This design comes from an exercise in tuning for small area, a short achievable clock period and few clock cycles per item on the open sky130 flow, not from production work.
Only simulation tests tie the RTL to the original design; equivalence was not proved.
Power is estimated from default activity; no workload was simulated.

==> inputs of branch maple <==
==> flow/design.v (excerpt) <==
module sigmoidLayer #(
    parameter int NUM_LANES = 10
) (
    input  logic                                 clk,
    input  logic                                 rst,
    input  logic                                 inValid,
    output logic                                 inReady,
    input  sigmoidPkg::preAct_t [NUM_LANES-1:0] inData,
    output logic                                 outValid,
    input  logic                                 outReady,
    output sigmoidPkg::act_t [NUM_LANES-1:0]    outData
);
    logic sNext [NUM_LANES];
    logic [7:0] dNext [NUM_LANES];
    logic sReg [NUM_LANES];
    logic [7:0] dReg [NUM_LANES];
    logic [8:0] res [NUM_LANES];
    logic accept;
    assign inReady = !outValid || outReady;
    assign accept = inValid && inReady;
    always_ff @(posedge clk) begin
        if (rst) begin
            outValid <= 1'b0;
        end else if (inReady) begin
            outValid <= inValid;
        end
    end
    for (genvar i = 0; i < NUM_LANES; i++) begin : genLane
        sigmoidLaneIn laneIn (
            .x(inData[i]),
            .s(sNext[i]),
            .d(dNext[i])
        );
        always_ff @(posedge clk) begin
            if (accept) begin
                sReg[i] <= sNext[i];
                dReg[i] <= dNext[i];
            end
        end
        sigmoidLaneOut laneOut (
            .s(sReg[i]),
            .d(dReg[i]),
            .result(res[i])
        );
        assign outData[i] = {7'd0, res[i]};
    end
endmodule
Settings: LEC_CHECK=0, CAP_MARGIN=20, CORE_MARGIN=2, CORE_UTILIZATION=40, CTS_BUF_LIST=sky130_fd_sc_hd__clkbuf_8, PLACE_DENSITY=0.6, SETUP_SLACK_MARGIN=1.5, SLEW_MARGIN=20; clock period 4.5 ns.
standard.sh (not shown) runs the stock make flow with config.mk's settings and CLKGATE_MAP_FILE= SYNTH_SCRIPT=/design/flow/synth_recipe.tcl, a recipe that flattens the netlist after the stock synthesis.
==> flow/flow/run.sh <==
#!/bin/bash
# Standard synthesis, then the combinational logic re-mapped by ABC for area (registers kept
# as the standard synthesis made them), then the standard layout from floorplan to finish.
set -euo pipefail
W=$(pwd)
R=$W/orfs/results/${FLOW_PLATFORM}/sigmoidLayer/base
L=$W/orfs/logs/${FLOW_PLATFORM}/sigmoidLayer/base
LIB=$FLOW_HOME/platforms/${FLOW_PLATFORM}/lib/sky130_fd_sc_hd__tt_025C_1v80.lib

# 1. The standard synthesis
bash standard.sh $R/1_2_yosys.v > $W/log_1_synth.txt 2>&1
cp $R/1_2_yosys.v $W/std_1_2_yosys.v

# 2. Re-map the combinational cells for area
python3 $W/flow/mkmap.py $LIB $W/comb_cells.v > $W/log_2_mkmap.txt 2>&1
DONTUSE=$(grep -o -- "-dont_use [A-Za-z0-9_]*" $L/1_2_yosys.log | sort -u | tr '\n' ' ')
if [[ -f $W/flow/remap.abc ]]; then
  cp $W/flow/remap.abc $W/remap.abc
else
  printf 'strash\ndch -f\nmap -a\ntopo\nstime -p\n' > $W/remap.abc
fi
# The logic from the registers to the outputs may get its own (faster) mapping first
OUTPASS=""
if [[ -f $W/flow/remap_out.abc ]]; then
  cp $W/flow/remap_out.abc $W/remap_out.abc
  OUTPASS="select -set oc o:outData %ci*:-sky130_fd_sc_hd__edfxtp_1
abc -liberty $LIB $DONTUSE -script $W/remap_out.abc @oc
select -clear"
fi
cat > $W/remap.ys <<EOS
read_liberty -lib $LIB
read_verilog $W/std_1_2_yosys.v
hierarchy -top $FLOW_TOP
techmap -map $W/comb_cells.v
techmap
opt -purge
$OUTPASS
abc -liberty $LIB $DONTUSE -script $W/remap.abc
opt_clean -purge
hilomap -singleton -hicell sky130_fd_sc_hd__conb_1 HI -locell sky130_fd_sc_hd__conb_1 LO
insbuf -buf sky130_fd_sc_hd__buf_4 A X
splitnets
opt_clean -purge
stat -liberty $LIB
write_verilog -noattr -noexpr -nohex -nodec $W/remap_1_2_yosys.v
EOS
yosys -s $W/remap.ys > $W/log_2_remap.txt 2>&1
cp $W/remap_1_2_yosys.v $R/1_2_yosys.v
touch $R/1_2_yosys.v

# 3. The standard layout, with the smallest buffer on the ports
export BUFFER_PORTS_ARGS="-buffer_cell ${PORT_BUFFER:-sky130_fd_sc_hd__buf_1}"
bash standard.sh > $W/log_3_layout.txt 2>&1
==> flow/flow/remap.abc <==
strash
&get -n
&deepsyn -S 1 -T 120
&put
dch -f
map -D 1200
topo
stime -p
==> flow/flow/remap_out.abc <==
strash
dch -f
map -D 500
topo
stime -p
Other scripts of this flow, unchanged in this note and not shown: flow/flow/mkmap.py
==> branch sierra: changes against branch maple <==
--- a/flow/flow/run.sh
+++ b/flow/flow/run.sh
@@ -12,2 +12,27 @@
 cp $R/1_2_yosys.v $W/std_1_2_yosys.v
+
+# 1b. The same synthesis with a lighter ABC script, which keeps the structure of the
+# (already optimised) RTL; used only if it gives exactly the standard synthesis's registers
+SRC=$W/std_1_2_yosys.v
+if [[ -f $W/flow/synth.abc ]]; then
+  rm -rf $W/myscripts $W/orfs_light
+  cp -r $FLOW_HOME/scripts $W/myscripts
+  cp $W/flow/synth.abc $W/myscripts/abc_speed.script
+  cp $W/flow/synth.abc $W/myscripts/abc_area.script
+  LR=$W/orfs_light/results/${FLOW_PLATFORM}/sigmoidLayer/base
+  if make -C $FLOW_HOME DESIGN_CONFIG=$FLOW_CONFIG WORK_HOME=$W/orfs_light CLKGATE_MAP_FILE= \
+       SCRIPTS_DIR=$W/myscripts SYNTH_SCRIPT=$W/synth_recipe.tcl $LR/1_2_yosys.v > $W/log_1b_light_synth.txt 2>&1; then
+    regs() { grep -oE "sky130_fd_sc_hd__(edfxtp|dfxtp|dfrtp|dfstp|dfbbp|dfrbp|sdf|dlx)[a-z0-9_]* +[^ ]+" $1 | sed 's/_[0-9]* / /' | sort; }
+    regs $W/std_1_2_yosys.v > $W/regs_std.txt
+    regs $LR/1_2_yosys.v > $W/regs_light.txt
+    if cmp -s $W/regs_std.txt $W/regs_light.txt && [[ -s $W/regs_std.txt ]]; then
+      SRC=$LR/1_2_yosys.v
+      echo "using the light synthesis" > $W/log_1b_choice.txt
+    else
+      echo "registers differ: using the standard synthesis" > $W/log_1b_choice.txt
+    fi
+  else
+    echo "light synthesis failed: using the standard synthesis" > $W/log_1b_choice.txt
+  fi
+fi
 
@@ -29,5 +54,9 @@
 fi
-cat > $W/remap.ys <<EOS
+# One remap per seed of the area script (4 at a time); keep the smallest
+SEEDS=${REMAP_SEEDS:-$(cat $W/flow/remap_seeds 2>/dev/null || echo 1)}
+for S in $SEEDS; do
+  sed "s/-S [0-9]*/-S $S/" $W/remap.abc > $W/remap_s$S.abc
+  cat > $W/remap_s$S.ys <<EOS
 read_liberty -lib $LIB
-read_verilog $W/std_1_2_yosys.v
+read_verilog $SRC
 hierarchy -top $FLOW_TOP
@@ -37,3 +66,3 @@
 $OUTPASS
-abc -liberty $LIB $DONTUSE -script $W/remap.abc
+abc -liberty $LIB $DONTUSE -script $W/remap_s$S.abc
 opt_clean -purge
@@ -43,6 +72,17 @@
 opt_clean -purge
-stat -liberty $LIB
-write_verilog -noattr -noexpr -nohex -nodec $W/remap_1_2_yosys.v
+tee -o $W/remap_s$S.stat stat -liberty $LIB
+write_verilog -noattr -noexpr -nohex -nodec $W/remap_s$S.v
 EOS
-yosys -s $W/remap.ys > $W/log_2_remap.txt 2>&1
+  yosys -s $W/remap_s$S.ys > $W/log_2_remap_s$S.txt 2>&1 &
+  while (( $(jobs -r | wc -l) >= 4 )); do sleep 1; done
+done
+wait
+BEST=""; BESTA=""
+for S in $SEEDS; do
+  A=$(grep -o "Chip area for module .*: [0-9.]*" $W/remap_s$S.stat | awk '{print $NF}')
+  echo "seed $S area $A" >> $W/log_2_remap_pick.txt
+  if [[ -z "$BEST" ]] || python3 -c "import sys; sys.exit(0 if $A < $BESTA else 1)"; then BEST=$S; BESTA=$A; fi
+done
+echo "picked seed $BEST area $BESTA" >> $W/log_2_remap_pick.txt
+cp $W/remap_s$BEST.v $W/remap_1_2_yosys.v
 cp $W/remap_1_2_yosys.v $R/1_2_yosys.v
@@ -50,3 +90,3 @@
 
-# 3. The standard layout, with the smallest buffer on the ports
+if [[ -f $W/flow/skip_tie_fanout ]]; then export SKIP_REPAIR_TIE_FANOUT=1; fi
 export BUFFER_PORTS_ARGS="-buffer_cell ${PORT_BUFFER:-sky130_fd_sc_hd__buf_1}"
==> flow/flow/remap.abc (replaced) <==
strash
dch -f
map -D 1200
topo
stime -p
==> flow/flow/remap_out.abc (replaced) <==
strash
dch -f
map -D 300
topo
stime -p
==> flow/flow/remap_seeds (new file) <==
1
==> flow/flow/skip_tie_fanout (new file) <==
tie cells: one for all constant outputs
==> flow/flow/synth.abc (new file) <==
strash
dch -f
map -a
topo
stime -p
- CORE_UTILIZATION: 40 -> 55
- PLACE_DENSITY: 0.6 -> 0.65
- SETUP_SLACK_MARGIN: 1.5 -> 1.7
==> branch umber: changes against branch maple <==
--- a/flow/flow/run.sh
+++ b/flow/flow/run.sh
@@ -29,3 +29,7 @@
 fi
-cat > $W/remap.ys <<EOS
+# One remap per seed of the area script (4 at a time); keep the smallest
+SEEDS=${REMAP_SEEDS:-$(cat $W/flow/remap_seeds 2>/dev/null || echo 1)}
+for S in $SEEDS; do
+  sed "s/-S [0-9]*/-S $S/" $W/remap.abc > $W/remap_s$S.abc
+  cat > $W/remap_s$S.ys <<EOS
 read_liberty -lib $LIB
@@ -37,3 +41,3 @@
 $OUTPASS
-abc -liberty $LIB $DONTUSE -script $W/remap.abc
+abc -liberty $LIB $DONTUSE -script $W/remap_s$S.abc
 opt_clean -purge
@@ -43,6 +47,17 @@
 opt_clean -purge
-stat -liberty $LIB
-write_verilog -noattr -noexpr -nohex -nodec $W/remap_1_2_yosys.v
+tee -o $W/remap_s$S.stat stat -liberty $LIB
+write_verilog -noattr -noexpr -nohex -nodec $W/remap_s$S.v
 EOS
-yosys -s $W/remap.ys > $W/log_2_remap.txt 2>&1
+  yosys -s $W/remap_s$S.ys > $W/log_2_remap_s$S.txt 2>&1 &
+  while (( $(jobs -r | wc -l) >= 4 )); do sleep 1; done
+done
+wait
+BEST=""; BESTA=""
+for S in $SEEDS; do
+  A=$(grep -o "Chip area for module .*: [0-9.]*" $W/remap_s$S.stat | awk '{print $NF}')
+  echo "seed $S area $A" >> $W/log_2_remap_pick.txt
+  if [[ -z "$BEST" ]] || python3 -c "import sys; sys.exit(0 if $A < $BESTA else 1)"; then BEST=$S; BESTA=$A; fi
+done
+echo "picked seed $BEST area $BESTA" >> $W/log_2_remap_pick.txt
+cp $W/remap_s$BEST.v $W/remap_1_2_yosys.v
 cp $W/remap_1_2_yosys.v $R/1_2_yosys.v
@@ -50,3 +65,3 @@
 
-# 3. The standard layout, with the smallest buffer on the ports
+if [[ -f $W/flow/skip_tie_fanout ]]; then export SKIP_REPAIR_TIE_FANOUT=1; fi
 export BUFFER_PORTS_ARGS="-buffer_cell ${PORT_BUFFER:-sky130_fd_sc_hd__buf_1}"
==> flow/flow/remap_out.abc (replaced) <==
strash
dch -f
map -D 700
topo
stime -p
==> flow/flow/remap_seeds (new file) <==
1 2 3 4
==> flow/flow/skip_tie_fanout (new file) <==
tie cells: one for all constant outputs
==> branch harbor: changes against branch maple <==
==> flow/flow/remap.abc (replaced) <==
strash
&get -n
&deepsyn -S 1 -T 300
&put
dch -f
map -D 1200
topo
stime -p
- CTS_BUF_LIST: sky130_fd_sc_hd__clkbuf_8 -> default
==> flow_metrics.py <==
metrics = {
    "drt": {
        "wl_per_cell_um": 14.1,
    },
    "status": {
        "status": "timing/DRC/antenna clean",
    },
    "floorplanning": {
        "num_tap_cells": 335,
        "initial_utilization_pct": 40.7,
        "coreArea_sq_um": 26100,
    },
    "worst_setup_path": {
        "crit_path_cell_trace": "o41ai_2 -> o21ai_2 -> a21oi_2 -> xnor2_1 -> buf_1",
        "critPathTopFamily": "compound AO/OA/AOI/OAI gates",
    },
    "clock_network": {
        "cts.repair.resized": 13,
    },
    "pwr": {
        "power_density_nw_per_um2": 237,
        "p_seq_mw": 1.03,
    },
    "grt": {
        "grtUsageTotal_pct": 20.8,
    },
    "timing": {
        "skew_ns": 0.0185,
    },
    "finish": {
        "diodes": 1,
    },
}
That was branch umber.
==> flow_metrics.py <==
metrics = {
    "clock_network": {
        "cts.repair.resized": 9,
    },
    "floorplanning": {
        "num_tap_cells": 260,
        "coreArea_sq_um": 18800,
        "initial_utilization_pct": 56.4,
    },
    "pwr": {
        "p_seq_mw": 1.05,
        "power_density_nw_per_um2": 250,
    },
    "drt": {
        "wl_per_cell_um": 14.4,
    },
    "worst_setup_path": {
        "critPathTopFamily": "simple AND/OR/NAND/NOR gates",
        "crit_type": "flop to output pin",
        "crit_path_cell_trace": "o21ai_2 -> nand4_1 -> o21ai_1 -> nand3_1 -> nand2_2 -> buf_6",
    },
    "finish": {
        "diodes": 3,
    },
    "status": {
        "status": "timing/DRC/antenna clean",
    },
    "grt": {
        "grtUsageTotal_pct": 27.9,
    },
    "timing": {
        "skew_ns": 0.0156,
    },
}
That was branch sierra.
==> flow_metrics.py <==
metrics = {
    "worst_setup_path": {
        "crit_type": "input port to flop",
        "crit_path_cell_trace": "buf_1 -> nor2_1 -> nor2_1 -> clkinv_1 -> nand2_1 -> nand2_1 -> nand3_1 -> o311ai_0 -> nand2_1 -> nand3_1 -> nand2_1 -> a21oi_1",
    },
    "pwr": {
        "power_density_nw_per_um2": 230,
        "maxPowerGroup": "combinational logic",
        "p_seq_mw": 1.04,
    },
    "floorplanning": {
        "num_tap_cells": 341,
        "initial_utilization_pct": 40.7,
        "coreArea_sq_um": 27000,
    },
    "drt": {
        "wl_per_cell_um": 13.8,
    },
    "clock_network": {
        "cts.repair.resized": 0,
    },
    "finish": {
        "diodes": 0,
    },
    "timing": {
        "skew_ns": 0.00830,
    },
    "status": {
        "status": "timing/DRC/antenna clean",
    },
}
That was branch maple.
==> flow_metrics.py <==
metrics = {
    "finish": {
        "diodes": 1,
        "syn_to_final_growth_pct": 15.0,
    },
    "floorplanning": {
        "initial_utilization_pct": 40.4,
        "num_tap_cells": 378,
    },
    "worst_setup_path": {
        "critPathTopFamily": "compound AO/OA/AOI/OAI gates",
        "crit_path_cell_trace": "buf_1 -> clkinv_1 -> nand3_1 -> nand4_1 -> nand2_1 -> a31oi_1 -> o22ai_1 -> a21oi_1 -> o21ai_0 -> nand4_1 -> o21ai_0 -> a21oi_1",
    },
    "status": {
        "status": "timing/DRC/antenna clean",
    },
    "pwr": {
        "power_density_nw_per_um2": 247,
        "pg_comb_mw": 1.26,
        "p_seq_mw": 1.04,
    },
    "clock_network": {
        "cts.repair.resized": 11,
        "cts_buffers": 9,
    },
    "timing": {
        "skew_ns": 0.00847,
    },
    "hold_path": {
        "worstHoldStart": "outValid$_SDFFE_PP0N_",
        "holdPathStages": 2,
    },
    "grt": {
        "grtUsageTotal_pct": 20.5,
    },
}
That was branch harbor.
Testbench counts of branch maple, summed over its fixed seeds: cycles 16,008, beats 16,000.
Testbench counts of branch sierra, summed over its fixed seeds: cycles 16,008, beats 16,000.
Testbench counts of branch umber, summed over its fixed seeds: cycles 16,008, beats 16,000.
Testbench counts of branch harbor, summed over its fixed seeds: cycles 16,008, beats 16,000.

* * *

==> v3 <==
==> flow/design.v <==
package sigmoidPkg;
    localparam int DATA_W = 16;
    localparam int FRAC_W = 8;
    typedef logic signed [DATA_W-1:0] preAct_t;
    typedef logic [DATA_W-1:0] act_t;
    function automatic logic [8:0] sigmoidQT(input logic [4:0] q, input logic [2:0] t);
        case ({q, t})
            8'd0: sigmoidQT = 9'd128;   
            8'd1: sigmoidQT = 9'd134;   
            8'd2: sigmoidQT = 9'd141;   
            8'd3: sigmoidQT = 9'd147;   
            8'd4: sigmoidQT = 9'd153;   
            8'd5: sigmoidQT = 9'd159;   
            8'd8: sigmoidQT = 9'd159;   
            8'd9: sigmoidQT = 9'd165;   
            8'd10: sigmoidQT = 9'd171;   
            8'd11: sigmoidQT = 9'd177;   
            8'd12: sigmoidQT = 9'd182;   
            8'd13: sigmoidQT = 9'd187;   
            8'd16: sigmoidQT = 9'd187;   
            8'd17: sigmoidQT = 9'd192;   
            8'd18: sigmoidQT = 9'd197;   
            8'd19: sigmoidQT = 9'd201;   
            8'd20: sigmoidQT = 9'd205;   
            8'd21: sigmoidQT = 9'd209;   
            8'd24: sigmoidQT = 9'd209;   
            8'd25: sigmoidQT = 9'd213;   
            8'd26: sigmoidQT = 9'd216;   
            8'd27: sigmoidQT = 9'd220;   
            8'd28: sigmoidQT = 9'd223;   
            8'd29: sigmoidQT = 9'd225;   
            8'd32: sigmoidQT = 9'd225;   
            8'd33: sigmoidQT = 9'd228;   
            8'd34: sigmoidQT = 9'd230;   
            8'd35: sigmoidQT = 9'd233;   
            8'd36: sigmoidQT = 9'd235;   
            8'd37: sigmoidQT = 9'd237;   
            8'd40: sigmoidQT = 9'd237;   
            8'd41: sigmoidQT = 9'd238;   
            8'd42: sigmoidQT = 9'd240;   
            8'd43: sigmoidQT = 9'd241;   
            8'd44: sigmoidQT = 9'd243;   
            8'd45: sigmoidQT = 9'd244;   
            8'd48: sigmoidQT = 9'd244;   
            8'd49: sigmoidQT = 9'd245;   
            8'd50: sigmoidQT = 9'd246;   
            8'd51: sigmoidQT = 9'd247;   
            8'd52: sigmoidQT = 9'd248;   
            8'd53: sigmoidQT = 9'd248;   
            8'd56: sigmoidQT = 9'd248;   
            8'd57: sigmoidQT = 9'd249;   
            8'd58: sigmoidQT = 9'd250;   
            8'd59: sigmoidQT = 9'd250;   
            8'd60: sigmoidQT = 9'd251;   
            8'd61: sigmoidQT = 9'd251;   
            8'd64: sigmoidQT = 9'd251;   
            8'd65: sigmoidQT = 9'd252;   
            8'd66: sigmoidQT = 9'd252;   
            8'd67: sigmoidQT = 9'd253;   
            8'd68: sigmoidQT = 9'd253;   
            8'd69: sigmoidQT = 9'd253;   
            8'd72: sigmoidQT = 9'd253;   
            8'd73: sigmoidQT = 9'd253;   
            8'd74: sigmoidQT = 9'd254;   
            8'd75: sigmoidQT = 9'd254;   
            8'd76: sigmoidQT = 9'd254;   
            8'd77: sigmoidQT = 9'd254;   
            8'd80: sigmoidQT = 9'd254;   
            8'd81: sigmoidQT = 9'd254;   
            8'd82: sigmoidQT = 9'd255;   
            8'd83: sigmoidQT = 9'd255;   
            8'd84: sigmoidQT = 9'd255;   
            8'd85: sigmoidQT = 9'd255;   
            8'd88: sigmoidQT = 9'd255;   
            8'd89: sigmoidQT = 9'd255;   
            8'd90: sigmoidQT = 9'd255;   
            8'd91: sigmoidQT = 9'd255;   
            8'd92: sigmoidQT = 9'd255;   
            8'd93: sigmoidQT = 9'd256;   
            8'd161: sigmoidQT = 9'd1;   
            8'd162: sigmoidQT = 9'd1;   
            8'd163: sigmoidQT = 9'd1;   
            8'd164: sigmoidQT = 9'd1;   
            8'd165: sigmoidQT = 9'd1;   
            8'd168: sigmoidQT = 9'd1;   
            8'd169: sigmoidQT = 9'd1;   
            8'd170: sigmoidQT = 9'd1;   
            8'd171: sigmoidQT = 9'd1;   
            8'd172: sigmoidQT = 9'd2;   
            8'd173: sigmoidQT = 9'd2;   
            8'd176: sigmoidQT = 9'd2;   
            8'd177: sigmoidQT = 9'd2;   
            8'd178: sigmoidQT = 9'd2;   
            8'd179: sigmoidQT = 9'd2;   
            8'd180: sigmoidQT = 9'd3;   
            8'd181: sigmoidQT = 9'd3;   
            8'd184: sigmoidQT = 9'd3;   
            8'd185: sigmoidQT = 9'd3;   
            8'd186: sigmoidQT = 9'd3;   
            8'd187: sigmoidQT = 9'd4;   
            8'd188: sigmoidQT = 9'd4;   
            8'd189: sigmoidQT = 9'd5;   
            8'd192: sigmoidQT = 9'd5;   
            8'd193: sigmoidQT = 9'd5;   
            8'd194: sigmoidQT = 9'd6;   
            8'd195: sigmoidQT = 9'd6;   
            8'd196: sigmoidQT = 9'd7;   
            8'd197: sigmoidQT = 9'd8;   
            8'd200: sigmoidQT = 9'd8;   
            8'd201: sigmoidQT = 9'd8;   
            8'd202: sigmoidQT = 9'd9;   
            8'd203: sigmoidQT = 9'd10;   
            8'd204: sigmoidQT = 9'd11;   
            8'd205: sigmoidQT = 9'd12;   
            8'd208: sigmoidQT = 9'd12;   
            8'd209: sigmoidQT = 9'd13;   
            8'd210: sigmoidQT = 9'd15;   
            8'd211: sigmoidQT = 9'd16;   
            8'd212: sigmoidQT = 9'd18;   
            8'd213: sigmoidQT = 9'd19;   
            8'd216: sigmoidQT = 9'd19;   
            8'd217: sigmoidQT = 9'd21;   
            8'd218: sigmoidQT = 9'd23;   
            8'd219: sigmoidQT = 9'd26;   
            8'd220: sigmoidQT = 9'd28;   
            8'd221: sigmoidQT = 9'd31;   
            8'd224: sigmoidQT = 9'd31;   
            8'd225: sigmoidQT = 9'd33;   
            8'd226: sigmoidQT = 9'd36;   
            8'd227: sigmoidQT = 9'd40;   
            8'd228: sigmoidQT = 9'd43;   
            8'd229: sigmoidQT = 9'd47;   
            8'd232: sigmoidQT = 9'd47;   
            8'd233: sigmoidQT = 9'd51;   
            8'd234: sigmoidQT = 9'd55;   
            8'd235: sigmoidQT = 9'd59;   
            8'd236: sigmoidQT = 9'd64;   
            8'd237: sigmoidQT = 9'd69;   
            8'd240: sigmoidQT = 9'd69;   
            8'd241: sigmoidQT = 9'd74;   
            8'd242: sigmoidQT = 9'd79;   
            8'd243: sigmoidQT = 9'd85;   
            8'd244: sigmoidQT = 9'd91;   
            8'd245: sigmoidQT = 9'd97;   
            8'd248: sigmoidQT = 9'd97;   
            8'd249: sigmoidQT = 9'd103;   
            8'd250: sigmoidQT = 9'd109;   
            8'd251: sigmoidQT = 9'd115;   
            8'd252: sigmoidQT = 9'd122;   
            8'd253: sigmoidQT = 9'd128;   
            default: sigmoidQT = 9'd0;
        endcase
    endfunction
endpackage
`timescale 1ns/1ps
module sigmoidLane (
    input  sigmoidPkg::preAct_t x,
    output logic [8:0]          result
);
    logic [4:0] q;
    logic [6:0] r;
    logic [2:0] t;
    logic satHi;
    logic satLo;
    logic [8:0] entry;
    assign q = x[11:7];
    assign r = x[6:0];
    always_comb begin
        if (r >= 7'd116) t = 3'd5;
        else if (r >= 7'd90) t = 3'd4;
        else if (r >= 7'd64) t = 3'd3;
        else if (r >= 7'd39) t = 3'd2;
        else if (r >= 7'd13) t = 3'd1;
        else t = 3'd0;
    end
    assign satHi = (x >= 16'sd1536);
    assign satLo = (x < -16'sd1536);
    assign entry = sigmoidPkg::sigmoidQT(q, t);
    always_comb begin
        if (satHi) result = 9'd256;
        else if (satLo) result = 9'd0;
        else result = entry;
    end
endmodule
`timescale 1ns/1ps
module sigmoidLayer #(
    parameter int NUM_LANES = 10
) (
    input  logic                                 clk,
    input  logic                                 rst,
    input  logic                                 inValid,
    output logic                                 inReady,
    input  sigmoidPkg::preAct_t [NUM_LANES-1:0] inData,
    output logic                                 outValid,
    input  logic                                 outReady,
    output sigmoidPkg::act_t [NUM_LANES-1:0]    outData
);
    logic [8:0] resNext [NUM_LANES];
    logic [8:0] resReg [NUM_LANES];
    logic accept;
    assign inReady = !outValid || outReady;
    assign accept = inValid && inReady;
    always_ff @(posedge clk) begin
        if (rst) begin
            outValid <= 1'b0;
        end else if (inReady) begin
            outValid <= inValid;
        end
    end
    for (genvar i = 0; i < NUM_LANES; i++) begin : genLane
        sigmoidLane lane (
            .x(inData[i]),
            .result(resNext[i])
        );
        always_ff @(posedge clk) begin
            if (accept) begin
                resReg[i] <= resNext[i];
            end
        end
        assign outData[i] = {7'd0, resReg[i]};
    end
endmodule
==> flow/run.sh <==
#!/bin/bash
# synth_recipe.tcl (not shown) runs the flow's synth.tcl, then flattens the netlist and writes it again
# the make line also repeats each setting of config.mk as NAME=value (left out here)
make -C /OpenROAD-flow-scripts/flow DESIGN_CONFIG=/design/flow/config.mk WORK_HOME=/design/flow/orfs CLKGATE_MAP_FILE= SYNTH_SCRIPT=/design/flow/synth_recipe.tcl finish
==> flow/config.mk <==
export PLATFORM = sky130hd
export DESIGN_NAME = sigmoidLayer
export DESIGN_NICKNAME = sigmoidLayer
export VERILOG_FILES = /design/flow/design.v
export SDC_FILE = /design/flow/constraint.sdc
export NUM_CORES = 4
export LEC_CHECK = 0
export CAP_MARGIN = 20
export CORE_MARGIN = 2
export CORE_UTILIZATION = 40
export PLACE_DENSITY = 0.6
export SETUP_SLACK_MARGIN = 1.5
export SLEW_MARGIN = 20
==> flow/constraint.sdc <==
create_clock -name core_clock -period 4.5 [get_ports {clk}]
set_input_delay 0.9000 -clock core_clock [delete_from_list [all_inputs] [get_ports {clk}]]
set_output_delay 0.9000 -clock core_clock [all_outputs]
set_load 0.01 [all_outputs]
==> v12 (differences from v3) <==
==> flow/flow/run.sh (new file) <==
#!/bin/bash
# Standard synthesis, then the combinational logic re-mapped by ABC for area (registers kept
# as the standard synthesis made them), then the standard layout from floorplan to finish.
set -euo pipefail
W=$(pwd)
R=$W/orfs/results/${FLOW_PLATFORM}/sigmoidLayer/base
L=$W/orfs/logs/${FLOW_PLATFORM}/sigmoidLayer/base
LIB=$FLOW_HOME/platforms/${FLOW_PLATFORM}/lib/sky130_fd_sc_hd__tt_025C_1v80.lib

# 1. The standard synthesis
bash standard.sh $R/1_2_yosys.v > $W/log_1_synth.txt 2>&1
cp $R/1_2_yosys.v $W/std_1_2_yosys.v

# 2. Re-map the combinational cells for area
python3 $W/flow/mkmap.py $LIB $W/comb_cells.v > $W/log_2_mkmap.txt 2>&1
DONTUSE=$(grep -o -- "-dont_use [A-Za-z0-9_]*" $L/1_2_yosys.log | sort -u | tr '\n' ' ')
cat > $W/remap.abc <<'EOS'
strash
dch -f
map -a
topo
stime -p
EOS
cat > $W/remap.ys <<EOS
read_liberty -lib $LIB
read_verilog $W/std_1_2_yosys.v
hierarchy -top $FLOW_TOP
techmap -map $W/comb_cells.v
techmap
opt -purge
abc -liberty $LIB $DONTUSE -script $W/remap.abc
opt_clean -purge
hilomap -singleton -hicell sky130_fd_sc_hd__conb_1 HI -locell sky130_fd_sc_hd__conb_1 LO
insbuf -buf sky130_fd_sc_hd__buf_4 A X
splitnets
opt_clean -purge
stat -liberty $LIB
write_verilog -noattr -noexpr -nohex -nodec $W/remap_1_2_yosys.v
EOS
yosys -s $W/remap.ys > $W/log_2_remap.txt 2>&1
cp $W/remap_1_2_yosys.v $R/1_2_yosys.v
touch $R/1_2_yosys.v

# 3. The standard layout, with the smallest buffer on the ports
export BUFFER_PORTS_ARGS="-buffer_cell ${PORT_BUFFER:-sky130_fd_sc_hd__buf_1}"
bash standard.sh > $W/log_3_layout.txt 2>&1
==> flow/flow/mkmap.py (new file) <==
#!/usr/bin/env python3
# Writes a Yosys techmap file turning each combinational liberty cell into its logic function.
import re, sys
lib = open(sys.argv[1]).read()
out = open(sys.argv[2], 'w')
pos = 0
cells = []
for m in re.finditer(r'\n\s*cell\s*\(\s*"?(\w+)"?\s*\)\s*\{', lib):
    cells.append((m.group(1), m.start()))
cells.append((None, len(lib)))
n = 0
for (name, s), (_, e) in zip(cells, cells[1:]):
    body = lib[s:e]
    if re.search(r'\n\s*(ff|latch|statetable)\s*\(', body):
        continue
    pins = []
    for pm in re.finditer(r'\n\s*pin\s*\(\s*"?(\w+)"?\s*\)\s*\{', body):
        pb = body[pm.end():pm.end() + 4000]
        # cut at next pin
        nxt = re.search(r'\n\s*pin\s*\(', pb)
        if nxt: pb = pb[:nxt.start()]
        d = re.search(r'direction\s*:\s*"?(\w+)"?', pb)
        f = re.search(r'\bfunction\s*:\s*"([^"]*)"', pb)
        pins.append((pm.group(1), d.group(1) if d else None, f.group(1) if f else None))
    outs = [p for p in pins if p[1] == 'output']
    ins = [p for p in pins if p[1] == 'input']
    if not outs or any(o[2] is None for o in outs):
        continue
    ports = [p[0] for p in ins] + [o[0] for o in outs]
    out.write(f"module {name} ({', '.join(ports)});\n")
    for p in ins: out.write(f"  input {p[0]};\n")
    for o in outs:
        fn = o[2].replace('!', '~')
        fn = re.sub(r'\b1\b', "1'b1", fn); fn = re.sub(r'\b0\b', "1'b0", fn)
        out.write(f"  output {o[0]};\n  assign {o[0]} = {fn};\n")
    out.write("endmodule\n\n")
    n += 1
print(n, "cells")
==> flow/standard.sh (new file) <==
#!/bin/bash
# synth_recipe.tcl (not shown) runs the flow's synth.tcl, then flattens the netlist and writes it again
# the make line also repeats each setting of config.mk as NAME=value (left out here)
make -C /OpenROAD-flow-scripts/flow DESIGN_CONFIG=/design/flow/config.mk WORK_HOME=/design/flow/orfs CLKGATE_MAP_FILE= SYNTH_SCRIPT=/design/flow/synth_recipe.tcl "${@:-finish}"
--- a/flow/config.mk
+++ b/flow/config.mk
@@ -10,4 +10,4 @@
 export CORE_UTILIZATION = 40
 export PLACE_DENSITY = 0.6
-export SETUP_SLACK_MARGIN = 1.5
+export SETUP_SLACK_MARGIN = 1.0
 export SLEW_MARGIN = 20
removed: flow/run.sh
==> notes.md <==
|  | v3 | v12 |
|---|---|---|
| Worst slack, placed | 385 ps | 503 ps |
| Detailed placer's ending HPWL | 47800 um | 44000 um |
| Design area | 23600 sq um | 15900 sq um |
| Inverter count | 105 | 371 |
| Wire length on met2 | 32800 um | 25100 um |
| Per-cell routed wire length | 20.8 um | 18.4 um |
| Post-Route WL | 70400 um | 56900 um |
| Register fraction of the total cell area | 11.6% | 17.1% |
| Placed cell count | 3221 | 3075 |
| Met1 Wirelength | 28300 um | 22900 um |
| Outcome | timing/DRC/antenna clean | timing/DRC/antenna clean |
| Comb power frac | 59.1% | 46.0% |
| Endpoint arrival time on the critical path | 3140 ps | 3580 ps |
| DIE WIDTH | 213 um | 188 um |
| Static Leakage | 8.82 nW | 5.39 nW |
| Met3 wirelength from detailed routing | 6740 um | 6490 um |
Testbench counts of v3, summed over its fixed seeds: cycles 16,008, beats 16,000.
Testbench counts of v12, summed over its fixed seeds: cycles 16,008, beats 16,000.

==> afterwards: timing with drivers on the ports <==
No port has a modelled driver above. Below, the same layouts with a new extraction and two added sets of constraints. Step 1 sets driving cells, clkbuf_16 on the clock port and buf_2 on the other inputs (assumed; they add their load-dependent delay and slew). Step 2 moves the port delays by t, midway between the first and last clock arrival at a register: inputs arrive t later, outputs are due t later. That takes back most of the time a late clock gives input paths. Slacks: ideal / step 1 / step 2; pairs: ideal / step 1.
| run | shift t [ns] | slack for setup (ns) | worst register clock-pin slew, ns | cell pins on the clock port's net |
|---|---|---|---|---|
| branch maple | 0.412 | 1.703 / 1.695 / 1.311 | 0.10 / 0.10 | 1 |
| branch sierra | 0.415 | 1.766 / 1.727 / 1.374 | 0.11 / 0.11 | 1 |
| branch umber | 0.419 | 1.585 / 1.544 / 1.263 | 0.11 / 0.11 | 1 |
| branch harbor | 0.397 | 1.670 / 1.697 / 1.301 | 0.07 / 0.07 | 1 |
| v3 | 0.443 | 1.496 / 1.503 / 1.061 | 0.09 / 0.09 | 1 |
| v12 | 0.401 | 1.024 / 1.041 / 0.639 | 0.08 / 0.08 | 1 |
After both steps every run listed still meets setup and hold. The setup slack of v3, which loses most, moves by +0.007 ns with the drivers and by -0.435 ns with both steps.
